This design comes from an exercise in tuning for small area on the open sky130 flow, not from production work. At most, simulation tests tie the RTL to the original design; equivalence was not proved. Power and IR drop assume default switching activity.

==> juniper: inputs <==
Design imem_loader, start of the top module:
module imem_loader #(
  parameter int N = 32
) (
  input  logic         clk,
  input  logic         reset,
  input  logic         start,
  input  logic [6:0]   count,
  input  logic         byte_valid,
  input  logic [7:0]   byte_data,
  output logic         byte_ready,
  output logic         busy,
  output logic         done,
  output logic         err,
  input  logic [5:0]   addr,
  output logic [N-1:0] q
);
  logic [N-1:0]    r_ring [16][4];
  logic [1:0]      r_ph;           
  logic [N-1:0]    r_pend;         
  logic [5:0]      r_paddr;        
  logic            r_pv;           
  logic            r_busy;         
  logic            r_chk;          
  logic            r_done;
  logic            r_err;
  logic [6:0]      r_rem;          
  logic            r_first;        
  logic [1:0]      r_bidx;
  logic [23:0]     r_asm;
  logic [7:0]      r_sum;
  logic            w_xfer;
  logic            w_we;
  logic            w_ins;
  logic [5:0]      w_waddr;
  logic [N-1:0]    w_word;
  assign w_xfer = r_busy && !r_chk && byte_valid;
  assign w_we   = reset && w_xfer && (r_bidx == 2'd3);
  assign w_word = {byte_data, r_asm};
  assign w_waddr = r_first ? 6'd0 : r_paddr + 6'd1;
  assign w_ins  = r_pv && (r_paddr[1:0] == r_ph);
  always_ff @(posedge clk) begin
    r_ph <= r_ph + 2'd1;
    for (int g = 0; g < 16; g++) begin
      for (int j = 0; j < 3; j++) r_ring[g][j] <= r_ring[g][j+1];
      r_ring[g][3] <= (w_ins && r_paddr[5:2] == 4'(g)) ? r_pend : r_ring[g][0];
    end
  end
  always_ff @(posedge clk) begin
    if (w_we) begin
      r_pend  <= w_word;
      r_paddr <= w_waddr;
      r_pv    <= 1'b1;
    end else if (w_ins) begin
      r_pv    <= 1'b0;
    end
  end
  always_ff @(posedge clk) begin
  ...
==> module imem_loader, before the edit <==
module imem_loader #(
  parameter int N = 32
) (
  input  logic         clk,
  input  logic         reset,
  input  logic         start,
  input  logic [6:0]   count,
  input  logic         byte_valid,
  input  logic [7:0]   byte_data,
  output logic         byte_ready,
  output logic         busy,
  output logic         done,
  output logic         err,
  input  logic [5:0]   addr,
  output logic [N-1:0] q
);
  logic [N-1:0]    r_ring [16][4];
  logic [1:0]      r_ph;           
  logic [N-1:0]    r_pend;         
  logic [5:0]      r_paddr;        
  logic            r_pv;           
  logic            r_busy;         
  logic            r_chk;          
  logic            r_done;
  logic            r_err;
  logic [6:0]      r_rem;          
  logic            r_first;        
  logic [1:0]      r_bidx;
  logic [23:0]     r_asm;
  logic [7:0]      r_sum;
  logic            w_xfer;
  logic            w_we;
  logic            w_ins;
  logic [5:0]      w_waddr;
  logic [N-1:0]    w_word;
  assign w_xfer = r_busy && !r_chk && byte_valid;
  assign w_we   = reset && w_xfer && (r_bidx == 2'd3);
  assign w_word = {byte_data, r_asm};
  assign w_waddr = r_first ? 6'd0 : r_paddr + 6'd1;
  assign w_ins  = r_pv && (r_paddr[1:0] == r_ph);
  always_ff @(posedge clk) begin
    r_ph <= r_ph + 2'd1;
    for (int g = 0; g < 16; g++) begin
      for (int j = 0; j < 3; j++) r_ring[g][j] <= r_ring[g][j+1];
      r_ring[g][3] <= (w_ins && r_paddr[5:2] == 4'(g)) ? r_pend : r_ring[g][0];
    end
  end
  always_ff @(posedge clk) begin
    if (w_we) begin
      r_pend  <= w_word;
      r_paddr <= w_waddr;
      r_pv    <= 1'b1;
    end else if (w_ins) begin
      r_pv    <= 1'b0;
    end
  end
  always_ff @(posedge clk) begin
    if (!reset) begin
      r_busy <= 1'b0;
      r_chk  <= 1'b0;
      r_done <= 1'b0;
      r_err  <= 1'b0;
    end else begin
      r_done <= 1'b0;
      r_err  <= 1'b0;
      if (!r_busy && !r_done) begin
        if (start) begin
          r_busy <= 1'b1;
          r_chk  <= 1'b0;
        end
      end else if (r_busy && r_chk) begin
        if (byte_valid) begin
          r_err  <= (byte_data != r_sum);
          r_busy <= 1'b0;
          r_done <= 1'b1;
        end
      end else if (w_we && r_rem == 7'd0) begin
        r_chk <= 1'b1;
      end
    end
  end
  always_ff @(posedge clk) begin
    if (!r_busy) begin
      r_rem  <= (count == 7'd0) ? 7'd63 : count - 7'd1;
      r_first <= 1'b1;
      r_bidx <= 2'd0;
      r_sum  <= 8'd0;
    end else if (w_xfer) begin
      r_sum  <= r_sum + byte_data;
      r_bidx <= r_bidx + 2'd1;
      if (r_bidx == 2'd3) begin
        r_first <= 1'b0;
        r_rem  <= r_rem - 7'd1;
      end else begin
        r_asm <= {byte_data, r_asm[23:8]};
      end
    end
  end
  assign byte_ready = r_busy;
  assign busy       = r_busy;
  assign done       = r_done;
  assign err        = r_err;
  logic [1:0]  w_pos;
  logic        w_hit;
  logic [65:0] w_sel;
  assign w_pos = addr[1:0] - r_ph;
  assign w_hit = r_pv && (r_paddr == addr);
  always_comb begin
    for (int i = 0; i < 64; i++)
      w_sel[i] = !w_hit && ({addr[5:2], w_pos} == 6'(i));
    w_sel[64] = w_hit;
    w_sel[65] = w_hit;
  end
  for (genvar b = 0; b < N; b++) begin : g_rd
    logic [65:0] w_d;
    always_comb begin
      for (int i = 0; i < 16; i++)
        for (int j = 0; j < 4; j++) w_d[4*i+j] = r_ring[i][j][b];
      w_d[64] = r_pend[b];
      w_d[65] = r_pend[b];
    end
    il_rdbit u_rd (.s(w_sel), .d(w_d), .q(q[b]));
  end
endmodule
==> module il_rdbit, before the edit <==
module il_rdbit (
  input  logic [65:0] s,
  input  logic [65:0] d,
  output logic        q
);
  logic [21:0] t;
  logic [5:0]  u;
  logic [2:0]  v;
  for (genvar i = 0; i < 22; i++) begin : g_a
    il_aoi222 u_a (.a1(s[3*i]), .a2(d[3*i]), .b1(s[3*i+1]), .b2(d[3*i+1]),
                   .c1(s[3*i+2]), .c2(d[3*i+2]), .y(t[i]));
  end
  il_nand4 u_n0 (.a(t[0]),  .b(t[1]),  .c(t[2]),  .d(t[3]),  .y(u[0]));
  il_nand4 u_n1 (.a(t[4]),  .b(t[5]),  .c(t[6]),  .d(t[7]),  .y(u[1]));
  il_nand4 u_n2 (.a(t[8]),  .b(t[9]),  .c(t[10]), .d(t[11]), .y(u[2]));
  il_nand4 u_n3 (.a(t[12]), .b(t[13]), .c(t[14]), .d(t[15]), .y(u[3]));
  il_nand3 u_n4 (.a(t[16]), .b(t[17]), .c(t[18]), .y(u[4]));
  il_nand3 u_n5 (.a(t[19]), .b(t[20]), .c(t[21]), .y(u[5]));
  il_nor2  u_o0 (.a(u[0]), .b(u[1]), .y(v[0]));
  il_nor2  u_o1 (.a(u[2]), .b(u[3]), .y(v[1]));
  il_nor2  u_o2 (.a(u[4]), .b(u[5]), .y(v[2]));
  il_nand3 u_f  (.a(v[0]), .b(v[1]), .c(v[2]), .y(q));
endmodule
==> module il_nor2, before the edit <==
module il_nor2 (input logic a, b, output logic y);
  assign y = ~(a | b);
endmodule
Settings: LEC_CHECK=0, CAP_MARGIN=0, CORE_MARGIN=2, CORE_UTILIZATION=50, PLACE_DENSITY=0.9, SLEW_MARGIN=0, SYNTH_HIERARCHICAL=1; clock period 10.0 ns.
standard.sh (not shown) runs the stock make flow with config.mk's settings and CLKGATE_MAP_FILE= SYNTH_SCRIPT=/design/flow/synth_recipe.tcl, a recipe that flattens the netlist after the stock synthesis.
==> flow/flow/run.sh <==
#!/bin/bash
# Own layout flow: the standard ORFS flow (standard.sh), with
#  - clock tree synthesis without dummy loads, clkbuf_8 leaf clusters
#  - port buffers of the smallest buffer cell
# make's output goes to flow.log; ORFS keeps each step's log under orfs/logs.
set -euo pipefail
export CTS_ARGS="-sink_clustering_enable -repair_clock_nets -dont_use_dummy_load -buf_list sky130_fd_sc_hd__clkbuf_8 -sink_clustering_size 16 -sink_clustering_max_diameter 40"
export BUFFER_PORTS_ARGS="-buffer_cell sky130_fd_sc_hd__buf_1"
bash standard.sh > flow.log 2>&1
==> nickel (differences from juniper) <==
--- a/flow/design.v
+++ b/flow/design.v
@@ -26,3 +26,3 @@
   logic [6:0]      r_rem;          
-  logic            r_first;        
+  logic [5:0]      r_wptr;
   logic [1:0]      r_bidx;
@@ -33,3 +33,2 @@
   logic            w_ins;
-  logic [5:0]      w_waddr;
   logic [N-1:0]    w_word;
@@ -38,3 +37,2 @@
   assign w_word = {byte_data, r_asm};
-  assign w_waddr = r_first ? 6'd0 : r_paddr + 6'd1;
   assign w_ins  = r_pv && (r_paddr[1:0] == r_ph);
@@ -50,3 +48,3 @@
       r_pend  <= w_word;
-      r_paddr <= w_waddr;
+      r_paddr <= r_wptr;
       r_pv    <= 1'b1;
@@ -84,3 +82,3 @@
       r_rem  <= (count == 7'd0) ? 7'd63 : count - 7'd1;
-      r_first <= 1'b1;
+      r_wptr <= 6'd0;
       r_bidx <= 2'd0;
@@ -91,3 +89,3 @@
       if (r_bidx == 2'd3) begin
-        r_first <= 1'b0;
+        r_wptr <= r_wptr + 6'd1;
         r_rem  <= r_rem - 7'd1;
@@ -111,3 +109,3 @@
     w_sel[64] = w_hit;
-    w_sel[65] = w_hit;
+    w_sel[65] = 1'b0;
   end
@@ -119,3 +117,3 @@
       w_d[64] = r_pend[b];
-      w_d[65] = r_pend[b];
+      w_d[65] = 1'b0;
     end
==> flow/run.sh (new file) <==
#!/bin/bash
# synth_recipe.tcl (not shown) runs the flow's synth.tcl, then flattens the netlist and writes it again
# the make line also repeats each setting of config.mk as NAME=value (left out here)
make -C /OpenROAD-flow-scripts/flow DESIGN_CONFIG=/design/flow/config.mk WORK_HOME=/design/flow/orfs CLKGATE_MAP_FILE= SYNTH_SCRIPT=/design/flow/synth_recipe.tcl finish
- CAP_MARGIN: 0 -> 20
- CTS_BUF_LIST: not set -> sky130_fd_sc_hd__clkbuf_16
- CTS_CLUSTER_DIAMETER: not set -> 60
- CTS_CLUSTER_SIZE: not set -> 24
- PLACE_DENSITY: 0.9 -> not set
- SLEW_MARGIN: 0 -> 20
removed: flow/flow/run.sh
removed: flow/standard.sh
==> quartz (differences from juniper) <==
--- a/flow/design.v
+++ b/flow/design.v
@@ -16,7 +16,11 @@
 );
-  logic [N-1:0]    r_ring [16][4];
-  logic [1:0]      r_ph;           
-  logic [N-1:0]    r_pend;         
-  logic [5:0]      r_paddr;        
-  logic            r_pv;           
+  logic [N-1:0]    r_w0;               
+  logic [N-1:0]    r_odd  [4][8];      
+  logic [N-1:0]    r_even [1:3][8];    
+  logic [N-1:0]    r_e7   [7];         
+  logic [2:0]      r_ph8;              
+  logic [2:0]      r_ph7;              
+  logic [N-1:0]    r_pend [2];
+  logic [4:0]      w_pm   [2];       
+  logic [1:0]      r_pv;
   logic            r_busy;         
@@ -27,2 +31,5 @@
   logic            r_first;        
+  logic            r_second;       
+  logic [5:0]      r_last;
+  logic [5:0]      w_prev;
   logic [1:0]      r_bidx;
@@ -32,24 +39,41 @@
   logic            w_we;
-  logic            w_ins;
   logic [5:0]      w_waddr;
   logic [N-1:0]    w_word;
+  logic [1:0]      w_ins;          
+  logic [1:0]      w_drop;         
   assign w_xfer = r_busy && !r_chk && byte_valid;
-  assign w_we   = reset && w_xfer && (r_bidx == 2'd3);
-  assign w_word = {byte_data, r_asm};
-  assign w_waddr = r_first ? 6'd0 : r_paddr + 6'd1;
-  assign w_ins  = r_pv && (r_paddr[1:0] == r_ph);
-  always_ff @(posedge clk) begin
-    r_ph <= r_ph + 2'd1;
-    for (int g = 0; g < 16; g++) begin
-      for (int j = 0; j < 3; j++) r_ring[g][j] <= r_ring[g][j+1];
-      r_ring[g][3] <= (w_ins && r_paddr[5:2] == 4'(g)) ? r_pend : r_ring[g][0];
-    end
-  end
-  always_ff @(posedge clk) begin
-    if (w_we) begin
-      r_pend  <= w_word;
-      r_paddr <= w_waddr;
-      r_pv    <= 1'b1;
-    end else if (w_ins) begin
-      r_pv    <= 1'b0;
+  assign w_we    = reset && w_xfer && (r_bidx == 2'd3);
+  assign w_word  = {byte_data, r_asm};
+  assign w_waddr = r_first ? 6'd0 : r_second ? 6'd1 : r_last + 6'd1;
+  assign w_prev  = r_last - 6'd1;
+  assign w_pm[0] = r_last[0] ? w_prev[5:1] : r_last[5:1];
+  assign w_pm[1] = r_last[0] ? r_last[5:1] : w_prev[5:1];
+  assign w_ins[1]  = r_pv[1] && (w_pm[1][2:0] == r_ph8);
+  assign w_ins[0]  = r_pv[0] && ((w_pm[0][4:3] == 2'd0) ? (w_pm[0][2:0] == r_ph7)
+                                                       : (w_pm[0][2:0] == r_ph8));
+  assign w_drop[1] = 1'b0;
+  assign w_drop[0] = (w_pm[0] == 5'd0);
+  always_ff @(posedge clk) begin
+    r_ph8 <= r_ph8 + 3'd1;
+    r_ph7 <= (r_ph7 == 3'd7 || r_ph7 == 3'd0) ? 3'd1 : r_ph7 + 3'd1;
+    for (int g = 0; g < 4; g++) begin
+      for (int j = 0; j < 7; j++) r_odd[g][j] <= r_odd[g][j+1];
+      r_odd[g][7] <= (w_ins[1] && w_pm[1][4:3] == 2'(g)) ? r_pend[1] : r_odd[g][0];
+    end
+    for (int g = 1; g < 4; g++) begin
+      for (int j = 0; j < 7; j++) r_even[g][j] <= r_even[g][j+1];
+      r_even[g][7] <= (w_ins[0] && w_pm[0][4:3] == 2'(g)) ? r_pend[0] : r_even[g][0];
+    end
+    for (int j = 0; j < 6; j++) r_e7[j] <= r_e7[j+1];
+    r_e7[6] <= (w_ins[0] && w_pm[0][4:3] == 2'd0) ? r_pend[0] : r_e7[0];
+  end
+  always_ff @(posedge clk) begin
+    if (w_we && w_waddr == 6'd0) r_w0 <= w_word;
+    for (int b = 0; b < 2; b++) begin
+      if (w_we && w_waddr[0] == 1'(b) && w_waddr != 6'd0) begin
+        r_pend[b] <= w_word;
+        r_pv[b]   <= 1'b1;
+      end else if (w_ins[b] || w_drop[b]) begin
+        r_pv[b]   <= 1'b0;
+      end
     end
@@ -76,3 +100,3 @@
         end
-      end else if (w_we && r_rem == 7'd0) begin
+      end else if (w_we && r_rem == 7'd1) begin
         r_chk <= 1'b1;
@@ -83,4 +107,5 @@
     if (!r_busy) begin
-      r_rem  <= (count == 7'd0) ? 7'd63 : count - 7'd1;
+      r_rem  <= {count[6] || count == 7'd0, count[5:0]};    
       r_first <= 1'b1;
+      r_second <= 1'b0;
       r_bidx <= 2'd0;
@@ -91,3 +116,5 @@
       if (r_bidx == 2'd3) begin
-        r_first <= 1'b0;
+        r_first  <= 1'b0;
+        r_second <= r_first;
+        if (!r_first) r_last <= w_waddr;
         r_rem  <= r_rem - 7'd1;
@@ -102,12 +129,38 @@
   assign err        = r_err;
-  logic [1:0]  w_pos;
-  logic        w_hit;
+  logic [4:0]  w_m;
+  logic [2:0]  w_p8;
+  logic [2:0]  w_p7;
+  logic [1:0]  w_hit;
+  logic        w_any;
   logic [65:0] w_sel;
-  assign w_pos = addr[1:0] - r_ph;
-  assign w_hit = r_pv && (r_paddr == addr);
+  logic [N-1:0] w_src [66];
+  assign w_m     = addr[5:1];
+  assign w_p8    = w_m[2:0] - r_ph8;
+  assign w_p7    = (w_m[2:0] >= r_ph7) ? w_m[2:0] - r_ph7 : w_m[2:0] - r_ph7 - 3'd1;
+  assign w_hit[0] = r_pv[0] && !addr[0] && (w_pm[0] == w_m);
+  assign w_hit[1] = r_pv[1] &&  addr[0] && (w_pm[1] == w_m);
+  assign w_any   = w_hit[0] || w_hit[1];
   always_comb begin
-    for (int i = 0; i < 64; i++)
-      w_sel[i] = !w_hit && ({addr[5:2], w_pos} == 6'(i));
-    w_sel[64] = w_hit;
-    w_sel[65] = w_hit;
+    w_sel = '0;
+    for (int g = 0; g < 4; g++)
+      for (int j = 0; j < 8; j++)
+        w_sel[8*g+j] = !w_any && addr[0] && w_m[4:3] == 2'(g) && w_p8 == 3'(j);
+    for (int g = 1; g < 4; g++)
+      for (int j = 0; j < 8; j++)
+        w_sel[24+8*g+j] = !w_any && !addr[0] && w_m[4:3] == 2'(g) && w_p8 == 3'(j);
+    for (int j = 0; j < 7; j++)
+      w_sel[56+j] = !w_any && !addr[0] && w_m[4:3] == 2'd0 && w_m[2:0] != 3'd0 && w_p7 == 3'(j);
+    w_sel[63] = (addr == 6'd0);
+    w_sel[64] = w_hit[0];
+    w_sel[65] = w_hit[1];
+  end
+  always_comb begin
+    for (int g = 0; g < 4; g++)
+      for (int j = 0; j < 8; j++) w_src[8*g+j] = r_odd[g][j];
+    for (int g = 1; g < 4; g++)
+      for (int j = 0; j < 8; j++) w_src[24+8*g+j] = r_even[g][j];
+    for (int j = 0; j < 7; j++) w_src[56+j] = r_e7[j];
+    w_src[63] = r_w0;
+    w_src[64] = r_pend[0];
+    w_src[65] = r_pend[1];
   end
@@ -115,8 +168,4 @@
     logic [65:0] w_d;
-    always_comb begin
-      for (int i = 0; i < 16; i++)
-        for (int j = 0; j < 4; j++) w_d[4*i+j] = r_ring[i][j][b];
-      w_d[64] = r_pend[b];
-      w_d[65] = r_pend[b];
-    end
+    always_comb
+      for (int i = 0; i < 66; i++) w_d[i] = w_src[i][b];
     il_rdbit u_rd (.s(w_sel), .d(w_d), .q(q[b]));
@@ -131,3 +180,3 @@
   logic [5:0]  u;
-  logic [2:0]  v;
+  logic [0:0]  v;
   for (genvar i = 0; i < 22; i++) begin : g_a
@@ -142,6 +191,4 @@
   il_nand3 u_n5 (.a(t[19]), .b(t[20]), .c(t[21]), .y(u[5]));
-  il_nor2  u_o0 (.a(u[0]), .b(u[1]), .y(v[0]));
-  il_nor2  u_o1 (.a(u[2]), .b(u[3]), .y(v[1]));
-  il_nor2  u_o2 (.a(u[4]), .b(u[5]), .y(v[2]));
-  il_nand3 u_f  (.a(v[0]), .b(v[1]), .c(v[2]), .y(q));
+  il_or4   u_o0 (.a(u[0]), .b(u[1]), .c(u[2]), .d(u[3]), .y(v[0]));
+  il_or3   u_f  (.a(v[0]), .b(u[4]), .c(u[5]), .y(q));
 endmodule
@@ -156,4 +203,7 @@
 endmodule
-module il_nor2 (input logic a, b, output logic y);
-  assign y = ~(a | b);
-endmodule
+module il_or4 (input logic a, b, c, d, output logic y);
+  assign y = a | b | c | d;
+endmodule
+module il_or3 (input logic a, b, c, output logic y);
+  assign y = a | b | c;
+endmodule
==> flow/flow/run.sh (replaced) <==
#!/bin/bash
# Own layout flow: the standard ORFS flow (standard.sh), with
#  - clock tree synthesis without dummy loads, clkbuf_8 leaf clusters
#  - port buffers of the smallest buffer cell
#  - power recovery (downsizing of gates off the critical paths) after
#    global routing
# make's output goes to flow.log; ORFS keeps each step's log under orfs/logs.
set -euo pipefail
export CTS_ARGS="-sink_clustering_enable -repair_clock_nets -dont_use_dummy_load -buf_list sky130_fd_sc_hd__clkbuf_8 -sink_clustering_size 18 -sink_clustering_max_diameter 50"
export BUFFER_PORTS_ARGS="-buffer_cell sky130_fd_sc_hd__buf_1"
export RECOVER_POWER=100
bash standard.sh > flow.log 2>&1
==> comparison table <==
|  | quartz | nickel | juniper |
|---|---|---|---|
| Worst setup timing slack at the placement stage | 1526 ps | 1095 ps | 2189 ps |
| Leakage | 0.02341 uW | 0.02627 uW | 0.02440 uW |
| Total number of vias | 37990 | 38100 | 39510 |
| Fin nets | 4071 | 4387 | 4337 |
| Multi-input gate count | 1542 | 1879 | 1805 |
| Reg-to-reg endpoint | r_even[23][6]$_DFF_P_ | r_pend[11]$_DFFE_PP_ | r_ring[23][12]$_DFF_P_ |
| Core Area | 116500 um2 | 119800 um2 | 119500 um2 |
| Result of the run | finished with violations | timing/DRC/antenna clean | timing/DRC/antenna clean |
| Layout check failures | max-capacitance violations, max-slew violations | - | - |
| Number of sequential cells | 2173 | 2140 | 2135 |
| Fraction of area in multi-input gates | 22.04% | 24.86% | 25.06% |
| Total CTS buffers | 143 | 136 | 167 |
| Inverters excl. clock | 23 | 9 | 20 |
| Die X-Extent | 347.3 um | 351.1 um | 350.6 um |
| Cells after synthesis | 3787 | 4067 | 4056 |
| Area share of and/or/nand/nor cells after synthesis | 4.494% | 4.274% | 4.233% |
| R2R depth | 9 | 4 | 5 |
| Met1 Wirelength | 55390 um | 75300 um | 59530 um |
| Post-synthesis sequential area ratio | 76.10% | 72.25% | 72.31% |
| Starting utilization of the core area | 50.56% | 50.29% | 50.26% |
| Final critical path time including I/O delays and setup | 9197 ps | 8980 ps | 8092 ps |
| Met1 Usage GRT | 31.03% | 38.68% | 32.46% |
| Multi-input combinational cell area | 14020 um2 | 17090 um2 | 16340 um2 |
| Critical Path End | q[18] | q[16] | q[15] |
No functional check of the RTL was part of nickel.

==> re-timing with driven ports <==
The results above use ideal ports. As a check the final layouts listed here were re-extracted and re-timed, cells and wires unchanged. Step 1, drivers: a clkbuf_16 drives clk and a buf_2 each remaining input, both assumed. Step 2 also shifts input and output timing later by t, the mid clock arrival at the registers, as if the neighbouring blocks saw the same clock. Three values: no drivers, after step 1, after step 2; two values: the first two.
run | shift t [ns] | slack for setup (ns) | latest minus earliest clock arrival (ns)
juniper | 0.910 | 1.908 / 1.852 / 1.852 | 0.140 / 0.140
nickel | 0.818 | 1.020 / 0.998 / 0.998 | 0.031 / 0.030
quartz | 0.912 | 0.803 / 0.775 / 0.775 | 0.107 / 0.107
The setup slack of juniper, which loses most, moves by -0.056 ns with the drivers and by -0.056 ns with both steps.
